What follows belongs to an exercise in optimizing a design on an open flow for small area and a short achievable clock period; a production flow would make more cautious choices. The RTL was checked by simulation tests, not by an equivalence proof against the original design. Power is estimated from default activity; no workload was simulated.

// dual_mem_controller
module dual_mem_controller (
    input  logic        CLK,
    input  logic        nRST,
    input  logic        imem0_ren,
    input  logic [12:0] imem0_addr,
    input  logic        imem1_ren,
    input  logic [12:0] imem1_addr,
    input  logic        dmem0_rd_valid,
    input  logic [12:0] dmem0_rd_addr,
    input  logic        dmem1_rd_valid,
    input  logic [12:0] dmem1_rd_addr,
    input  logic        dmem0_wr_valid,
    input  logic [12:0] dmem0_wr_addr,
    input  logic [63:0] dmem0_wr_data,
    input  logic        dmem1_wr_valid,
    input  logic [12:0] dmem1_wr_addr,
    input  logic [63:0] dmem1_wr_data,
    input  logic        dcache0_flushed,
    input  logic        dcache1_flushed,
    input  logic [1:0]  ram_state,
    input  logic [31:0] ram_load,
    output logic        imem0_hit,
    output logic [63:0] imem0_load,
    output logic        imem1_hit,
    output logic [63:0] imem1_load,
    output logic        dmem0_rd_resp_valid,
    output logic [63:0] dmem0_rd_resp_data,
    output logic        dmem1_rd_resp_valid,
    output logic [63:0] dmem1_rd_resp_data,
    output logic        slow_down,
    output logic        flushed,
    output logic        ram_ren,
    output logic        ram_wen,
    output logic [13:0] ram_addr,
    output logic [31:0] ram_store
);
Size in the first run: about 2200 cells after synthesis, about 560 I/O pins, roughly 29000 um^2 of cells after synthesis.
clock: 5.8 ns
lec_check: 0
cap_margin: 20
core_margin: 2
core_utilization: 60
cts_buf_list: sky130_fd_sc_hd__clkbuf_8
cts_cluster_diameter: 50
cts_cluster_size: 16
place_density: 0.72
setup_slack_margin: 2.7
slew_margin: 20
standard.sh (not shown) runs the stock make flow with config.mk's settings and CLKGATE_MAP_FILE= SYNTH_SCRIPT=/design/flow/synth_recipe.tcl, a recipe that flattens the netlist after the stock synthesis.
==> flow/flow/run.sh <==
#!/bin/bash
set -euo pipefail
export BUFFER_PORTS_ARGS="-buffer_cell sky130_fd_sc_hd__buf_1"
bash standard.sh finish > make_finish.log 2>&1
The starting point ran to the end with no violations.
==> next run, changes <==
CORE_UTILIZATION = 65   (was 60)
PLACE_DENSITY = 0.75   (was 0.72)
Cell count is lower by 2.6%.
Critical path depth stays the same.
Die area shrinks by 7.6%.
Clock skew hardly moves.
Hold slack degrades by 0.050 ns.

========
## job 7790
Another version of the RTL of dual_mem_controller (not shown whole).
Size in the first run: about 2,300 cells after synthesis, about 660 flip-flops, roughly 560 I/O pins, roughly 30,000 um^2 of cells after synthesis.
export LEC_CHECK = 0
export CAP_MARGIN = 20
export CORE_MARGIN = 2
export CORE_UTILIZATION = 60
export CTS_BUF_LIST = sky130_fd_sc_hd__clkbuf_4 sky130_fd_sc_hd__clkbuf_8
export PLACE_DENSITY = 0.72
export SETUP_SLACK_MARGIN = 2.8
export SLEW_MARGIN = 20
create_clock -name core_clock -period 5.8 [get_ports {CLK}]
Scripts as last shown in full above: flow/flow/run.sh
### job 7790 -> job 533
Settings: changing CAP_MARGIN from 20 to 5; changing SETUP_SLACK_MARGIN from 2.8 to 2.7; setting CTS_CLUSTER_DIAMETER to 50 for the first time; changing CTS_BUF_LIST from sky130_fd_sc_hd__clkbuf_4 sky130_fd_sc_hd__clkbuf_8 to sky130_fd_sc_hd__clkbuf_8; setting CTS_CLUSTER_SIZE to 16 for the first time; changing SLEW_MARGIN from 20 to 5.
[summary]
Every stage of the flow completed for job 533, and the final layout passed the timing, DRC and antenna checks. On highest cell delay on the worst timing path: job 533 sits below job 7790. Cmp job 7790 and job 533 / maximum number of pins on one net before global-route repair / higher: job 7790. Cmp job 533 vs job 7790: proportion of power drawn by combinational gates higher in job 533.

========
dual_mem_controller with an RTL version that a note above also has.
For scale: ~640 flip-flops, ~560 I/O pins.
clock: 5.8 ns
lec_check: 0
cap_margin: 20
core_margin: 2
core_utilization: 60
cts_buf_list: sky130_fd_sc_hd__clkbuf_8
cts_cluster_diameter: 50
cts_cluster_size: 16
place_density: 0.72
setup_slack_margin: 2.9
slew_margin: 20
Scripts as last shown in full above: flow/flow/run.sh
Rerun with:
- SETUP_SLACK_MARGIN: 2.9 -> 2.8
What happened:
- The new run finished clean
- sequential share of layout area grows by 0.31 points
- via count grows by 0.75%
- first-iteration DRC count grows by 18%
- worst hold slack degrades by 21 ps
- design area shrinks by 0.56%
- global-route usage grows by 0.29 points
- area after synthesis is unchanged

========
dual_mem_controller with an RTL version that a note above also has.
Size: roughly 2300 cells after synthesis, roughly 660 flip-flops, about 0.030 mm2 of cells after synthesis.
==> flow/config.mk <==
export PLATFORM = sky130hd
export DESIGN_NAME = dual_mem_controller
export DESIGN_NICKNAME = dual_mem_controller
export VERILOG_FILES = /design/flow/design.v
export SDC_FILE = /design/flow/constraint.sdc
export NUM_CORES = 4
export LEC_CHECK = 0
export CAP_MARGIN = 20
export CORE_MARGIN = 2
export CORE_UTILIZATION = 60
export CTS_BUF_LIST = sky130_fd_sc_hd__clkbuf_8
export CTS_CLUSTER_DIAMETER = 50
export CTS_CLUSTER_SIZE = 16
export PLACE_DENSITY = 0.72
export SETUP_SLACK_MARGIN = 2.7
export SLEW_MARGIN = 20
==> flow/constraint.sdc <==
create_clock -name core_clock -period 5.8 [get_ports {CLK}]
set_input_delay 1.1600 -clock core_clock [delete_from_list [all_inputs] [get_ports {CLK}]]
set_output_delay 1.1600 -clock core_clock [all_outputs]
set_load 0.01 [all_outputs]
Scripts as last shown in full above: flow/flow/run.sh
The first run finished with timing, DRC and antenna clean.
Change:
- SETUP_SLACK_MARGIN: 2.7 -> 2.8
Outcome: Area after synthesis is unchanged; register-to-register slack improves by 0.10 ns; worst hold slack stays flat; setup slack degrades by 0.048 ns; combinational power grows by about 1%.
Change:
- CTS_BUF_LIST: sky130_fd_sc_hd__clkbuf_8 -> sky130_fd_sc_hd__clkbuf_8 sky130_fd_sc_hd__clkbuf_16
- SETUP_SLACK_MARGIN: 2.8 -> 2.5
After rerunning: The new run finished clean. Final cell count stays flat. Final area is higher slightly. Setup slack gains 0.016 ns. Combinational power is lower slightly. Core utilization is higher by 0.90 points. Synthesized area is unchanged. Global-route usage is higher by 0.51 points. Worst hold slack gains 0.019 ns. Routed wire length is higher slightly.
Change:
- CORE_UTILIZATION: 60 -> 70
- CTS_BUF_LIST: sky130_fd_sc_hd__clkbuf_8 sky130_fd_sc_hd__clkbuf_16 -> sky130_fd_sc_hd__clkbuf_8
- PLACE_DENSITY: 0.72 -> 0.8
- SETUP_SLACK_MARGIN: 2.5 -> 2.7
Synthesized cell count stays the same.
Wire length falls by 2.0%.
Clock skew goes up by 0.0075 ns.
Setup slack is worse by 0.057 ns.
Final area fell by 2.0%.
Sequential cell count stays the same.
Register-to-register slack is about the same.
Change:
- CORE_UTILIZATION: 70 -> 60
- PLACE_DENSITY: 0.8 -> 0.72
- SETUP_SLACK_MARGIN: 2.7 -> 2.6
Setup slack is better by 0.053 ns; cell area goes up slightly; global-route usage fell by 5.4 points; via count went down slightly; routed wire length climbs by a few percent; clock skew is about the same.

## port drivers added, routing unchanged
The results above use ideal ports. As a check the final layouts listed here were re-extracted and re-timed, cells and wires unchanged.
Step 1 assumes that a clkbuf_16 drives the clock port and a buf_2 every other input.
Step 2, shift: input delay + t, output delay - t, t = (earliest + latest rising clock arrival at the registers) / 2. This alone moves slack from input paths to output paths.
Three values: ideal, step 1, step 2; two values: the first two.
| run | t, ns | setup WS [ns] | worst hold slack (ns) |
|---|---|---|---|
| the first run of note 1 | 0.752 | 2.394 / 2.354 / 2.024 | 0.482 / 0.482 / 0.482 |
| the second run of note 1 | 0.730 | 2.341 / 2.258 / 2.060 | 0.432 / 0.432 / 0.432 |
| job 7790 | 0.758 | 2.626 / 2.584 / 2.185 | 0.399 / 0.399 / 0.399 |
| job 533 | 0.758 | 2.638 / 2.597 / 2.133 | 0.409 / 0.409 / 0.409 |
| the first run of note 3 | 0.742 | 2.619 / 2.590 / 2.296 | 0.480 / 0.480 / 0.480 |
| the second run of note 3 | 0.744 | 2.638 / 2.610 / 2.252 | 0.459 / 0.459 / 0.459 |
| the first run of note 4 | 0.748 | 2.637 / 2.605 / 2.215 | 0.410 / 0.410 / 0.410 |
| the second run of note 4 | 0.757 | 2.589 / 2.564 / 2.141 | 0.411 / 0.411 / 0.411 |
| the third run of note 4 | 0.680 | 2.605 / 2.554 / 1.987 | 0.429 / 0.429 / 0.429 |
| the fourth run of note 4 | 0.745 | 2.548 / 2.510 / 2.100 | 0.461 / 0.461 / 0.461 |
| the fifth run of note 4 | 0.765 | 2.602 / 2.535 / 2.186 | 0.419 / 0.419 / 0.419 |
After both steps every run listed still meets setup and hold. For the third run of note 4, which loses most, drivers alone change the setup slack by -0.051 ns; drivers and shift together by -0.618 ns.
